This is an optimization exercise on Yosys and OpenROAD, whose aim is small area and a short achievable clock period, not a production implementation. The RTL was checked by simulation tests, not by an equivalence proof against the original design. No activity file was given, so power comes from the tool's default toggle rates. The flow treats the clock pin as an ideal source, which a real chip does not have.

## old
==> flow/design.v <==
package led_scan_pkg;
  localparam int unsigned NUM_ROWS = 16;
  localparam int unsigned ROW_BITS = 4;
  localparam int unsigned ROW_MSB  = 35;
  localparam int unsigned ROW_LSB  = 32;
  localparam int unsigned GRN_MSB  = 31;
  localparam int unsigned RED_MSB  = 15;
  typedef logic [15:0][15:0] pixel_frame_t;
  typedef enum logic {
    SEEK,
    CAPTURE
  } capture_state_t;
  function automatic logic [15:0] reverse16(input logic [15:0] v);
    logic [15:0] r;
    r = '0;
    for (int unsigned i = 0; i < 16; i++) begin
      r[i] = v[15-i];
    end
    reverse16 = r;
  endfunction
endpackage
module led_row_stabiliser
#(
  parameter int unsigned STABLE_CYCLES = 4
) (
  input  logic       clk_i,
  input  logic       rst_i,
  input  logic [3:0] row_i,
  output logic [3:0] row_o,
  output logic       row_q_o,
  output logic       row_q_n_o,
  output logic [3:0] row_d_o,
  output logic       row_q_d_o
);
  localparam int unsigned CW = (STABLE_CYCLES > 2) ? $clog2(STABLE_CYCLES) : 1;
  logic [3:0]    row_q;
  logic [3:0]    last_q;
  logic          last_vld_q;
  logic [CW-1:0] cnt_q;
  logic          qual_q;
  logic          qual_n_q;
  logic [3:0]    row_d;
  logic [3:0]    last_d;
  logic          last_vld_d;
  logic [CW-1:0] cnt_d;
  logic          qual_d;
  always_comb begin
    if (rst_i) begin
      row_d      = '0;
      last_d     = '0;
      last_vld_d = 1'b0;
      cnt_d      = '0;
    end else begin
      row_d      = row_i;
      last_d     = qual_q ? row_q : last_q;
      last_vld_d = last_vld_q || qual_q;
      if (row_i != row_q) begin
        cnt_d = '0;
      end else if (cnt_q < CW'(STABLE_CYCLES - 1)) begin
        cnt_d = cnt_q + CW'(1);
      end else begin
        cnt_d = cnt_q;
      end
    end
    qual_d = (cnt_d == CW'(STABLE_CYCLES - 1)) && (!last_vld_d || (row_d != last_d));
  end
  always_ff @(posedge clk_i) begin
    row_q      <= row_d;
    last_q     <= last_d;
    last_vld_q <= last_vld_d;
    cnt_q      <= cnt_d;
    qual_q     <= qual_d;
    qual_n_q   <= !qual_d;
  end
  assign row_o     = row_q;
  assign row_q_o   = qual_q;
  assign row_q_n_o = qual_n_q;
  assign row_d_o   = row_d;
  assign row_q_d_o = qual_d;
endmodule
module led_scan_capture
#(
  parameter int unsigned STABLE_CYCLES  = 4,
  parameter int unsigned TIMEOUT_CYCLES = 1048576
) (
  input  logic         Clock,
  input  logic         RST,
  input  logic [35:0]  GPIO_1,
  output logic [15:0][15:0] RedPixels,
  output logic [15:0][15:0] GrnPixels,
  output logic         frame_valid,
  output logic         frame_error,
  output logic         stalled,
  output logic [15:0]  frame_count
);
  localparam int unsigned IW = (TIMEOUT_CYCLES > 2) ? $clog2(TIMEOUT_CYCLES) : 1;
  logic [31:0] col_q;
  always_ff @(posedge Clock) col_q <= GPIO_1[31:0];
  logic [3:0] row;       
  logic       row_q;     
  logic       row_q_n;   
  logic [3:0] row_d;
  logic       row_q_d;
  led_row_stabiliser #(
    .STABLE_CYCLES(STABLE_CYCLES)
  ) u_stab (
    .clk_i    (Clock),
    .rst_i    (RST),
    .row_i    (GPIO_1[35:32]),
    .row_o    (row),
    .row_q_o  (row_q),
    .row_q_n_o(row_q_n),
    .row_d_o  (row_d),
    .row_q_d_o(row_q_d)
  );
  logic [15:0] red_rev;
  logic [15:0] grn_rev;
  always_comb begin
    for (int i = 0; i < 16; i++) begin
      red_rev[i] = col_q[15 - i];
      grn_rev[i] = col_q[31 - i];
    end
  end
  logic       state_q;       
  logic [3:0] exp_row_q;
  logic       state_d;
  logic [3:0] exp_row_d;
  logic       error_d;
  logic       row0;
  assign row0 = (row == 4'd0);
  always_comb begin
    state_d   = state_q;
    exp_row_d = exp_row_q;
    error_d   = 1'b0;
    if (RST) begin
      state_d   = 1'b0;
      exp_row_d = '0;
    end else if (row_q) begin
      if (!state_q) begin
        if (row0) begin
          state_d   = 1'b1;
          exp_row_d = 4'd1;
        end
      end else if (row0) begin
        error_d   = (exp_row_q != 4'd0);
        exp_row_d = 4'd1;
      end else if (row == exp_row_q) begin
        exp_row_d = exp_row_q + 4'd1;
      end else begin
        error_d = 1'b1;
        state_d = 1'b0;
      end
    end
  end
  logic commit_d;
  logic commit_q;
  logic keep_q;
  if (STABLE_CYCLES >= 2) begin : g_commit
    assign commit_d = row_q_d && (row_d == 4'd0) && state_q && (exp_row_q == 4'd0);
  end else begin : g_commit
    assign commit_d = row_q_d && (row_d == 4'd0) && state_d && (exp_row_d == 4'd0);
  end
  always_ff @(posedge Clock) begin
    state_q   <= state_d;
    exp_row_q <= exp_row_d;
    commit_q  <= commit_d;
    keep_q    <= !commit_d;
  end
  always_ff @(posedge Clock) begin
    if (RST) begin
      frame_valid <= 1'b0;
      frame_error <= 1'b0;
      frame_count <= '0;
    end else begin
      frame_valid <= commit_q;
      frame_error <= error_d;
      if (commit_q) frame_count <= frame_count + 16'd1;
    end
  end
  logic [15:0][15:0] red_sh_q;
  logic [15:0][15:0] grn_sh_q;
  logic [15:0] sh_wr;
  logic [15:0] sh_keep;
  always_comb begin
    for (int r = 0; r < 16; r++) begin
      sh_wr[r]   = row_q && (row == 4'(r));
      sh_keep[r] = row_q_n || (row != 4'(r));
    end
  end
  always_ff @(posedge Clock) begin
    for (int r = 0; r < 16; r++) begin
      red_sh_q[r] <= (red_rev & {16{sh_wr[r]}}) | (red_sh_q[r] & {16{sh_keep[r]}});
      grn_sh_q[r] <= (grn_rev & {16{sh_wr[r]}}) | (grn_sh_q[r] & {16{sh_keep[r]}});
    end
  end
  logic ld;
  logic hold;
  assign ld   = commit_q && !RST;
  assign hold = keep_q && !RST;
  always_ff @(posedge Clock) begin
    RedPixels <= (red_sh_q & {256{ld}}) | (RedPixels & {256{hold}});
    GrnPixels <= (grn_sh_q & {256{ld}}) | (GrnPixels & {256{hold}});
  end
  if (TIMEOUT_CYCLES == 1048576) begin : g_idle
    logic [19:0] idle_q;
    logic        low_zero;
    assign low_zero = (idle_q[18:0] == 19'd0);
    always_ff @(posedge Clock) begin
      if (RST || row_q) begin
        idle_q  <= '0;
        stalled <= 1'b0;
      end else begin
        idle_q  <= {idle_q[18:0], idle_q[19] ^ idle_q[16] ^ low_zero};
        stalled <= stalled || (idle_q[19] && low_zero);
      end
    end
  end else begin : g_idle
    logic [IW-1:0] idle_q;
    always_ff @(posedge Clock) begin
      if (RST || row_q) begin
        idle_q  <= '0;
        stalled <= 1'b0;
      end else begin
        idle_q  <= idle_q + IW'(1);
        stalled <= stalled || (idle_q == IW'(TIMEOUT_CYCLES - 1));
      end
    end
  end
endmodule
==> flow/config.mk <==
export PLATFORM = sky130hd
export DESIGN_NAME = led_scan_capture
export DESIGN_NICKNAME = led_scan_capture
export VERILOG_FILES = /design/flow/design.v
export SDC_FILE = /design/flow/constraint.sdc
export NUM_CORES = 4
export LEC_CHECK = 0
export CAP_MARGIN = 20
export CORE_MARGIN = 2
export CORE_UTILIZATION = 55
export SETUP_SLACK_MARGIN = 3.6
export SLEW_MARGIN = 20
==> flow/constraint.sdc <==
create_clock -name core_clock -period 6.0 [get_ports {Clock}]
set_input_delay 1.2000 -clock core_clock [delete_from_list [all_inputs] [get_ports {Clock}]]
set_output_delay 1.2000 -clock core_clock [all_outputs]
set_load 0.01 [all_outputs]
standard.sh (not shown) runs the stock make flow with config.mk's settings and CLKGATE_MAP_FILE= SYNTH_SCRIPT=/design/flow/synth_recipe.tcl, a recipe that flattens the netlist after the stock synthesis.
==> flow/flow/run.sh <==
#!/bin/bash
# Own layout flow: the standard ORFS flow, with plain buffers on the
# ports, no dummy loads in the clock tree and a fanout limit for the
# placement-stage buffering. Make's output goes to flow_make.log here;
# ORFS's per-step logs stay under orfs/logs/.
set -euo pipefail
bash standard.sh finish \
  BUFFER_PORTS_ARGS="-buffer_cell sky130_fd_sc_hd__buf_2" \
  PRE_RESIZE_TCL="$PWD/flow/pre_resize.tcl" \
  CTS_ARGS="-sink_clustering_enable -repair_clock_nets -dont_use_dummy_load -sink_clustering_size 30 -sink_clustering_max_diameter 100" \
  > flow_make.log 2>&1
==> flow/flow/pre_resize.tcl <==
set_max_fanout 16 [current_design]
set_dont_use {sky130_fd_sc_hd__dlygate* sky130_fd_sc_hd__dlymetal* sky130_fd_sc_hd__clkdlybuf*}
Input changes introduced in new (baseline for comparison: old):
--- a/flow/design.v
+++ b/flow/design.v
@@ -198,32 +198,17 @@
   assign ld   = commit_q && !RST;
   assign hold = keep_q && !RST;
   always_ff @(posedge Clock) begin
     RedPixels <= (red_sh_q & {256{ld}}) | (RedPixels & {256{hold}});
     GrnPixels <= (grn_sh_q & {256{ld}}) | (GrnPixels & {256{hold}});
   end
-  if (TIMEOUT_CYCLES == 1048576) begin : g_idle
-    logic [19:0] idle_q;
-    logic        low_zero;
-    assign low_zero = (idle_q[18:0] == 19'd0);
-    always_ff @(posedge Clock) begin
-      if (RST || row_q) begin
-        idle_q  <= '0;
-        stalled <= 1'b0;
-      end else begin
-        idle_q  <= {idle_q[18:0], idle_q[19] ^ idle_q[16] ^ low_zero};
-        stalled <= stalled || (idle_q[19] && low_zero);
-      end
-    end
-  end else begin : g_idle
-    logic [IW-1:0] idle_q;
-    always_ff @(posedge Clock) begin
-      if (RST || row_q) begin
-        idle_q  <= '0;
-        stalled <= 1'b0;
-      end else begin
-        idle_q  <= idle_q + IW'(1);
-        stalled <= stalled || (idle_q == IW'(TIMEOUT_CYCLES - 1));
-      end
+  logic [IW-1:0] idle_q;
+  always_ff @(posedge Clock) begin
+    if (RST || row_q) begin
+      idle_q  <= '0;
+      stalled <= 1'b0;
+    end else begin
+      idle_q  <= idle_q + IW'(1);
+      stalled <= stalled || (idle_q == IW'(TIMEOUT_CYCLES - 1));
     end
   end
 endmodule
--- outcome ---
- Of old and new, the higher count of filler cells inserted in the layout belongs to new.
- There was hardly any difference in cell area power density between old and new.
- Summary of new over old: fmax level, setup TNS after final layout level, routed wire length moved up, design area level, synthesis-to-finish area growth moved down.

## separate check: timing with driven ports
No port has a modelled driver above. Below, the same layouts with a new extraction and two added sets of constraints. Step 1 assumes that a clkbuf_16 drives the clock port and a buf_2 every other input. Step 2 times the ports against the registers' clock, not the clock port: input delays grow and output delays shrink by t, the midpoint of the rising clock arrivals with the driver on. a / b / c = ideal / step 1 / step 2; a / b = the first two.
run | t, ns | setup slack, ns | worst data-port slew with drivers (ns)
old | 0.648 | 3.615 / 3.551 / 3.013 | 0.06
new | 0.655 | 3.615 / 3.547 / 3.028 | 0.10
After both steps every run listed still meets setup and hold. For old, which loses most, drivers alone change the setup slack by -0.064 ns; drivers and shift together by -0.602 ns.
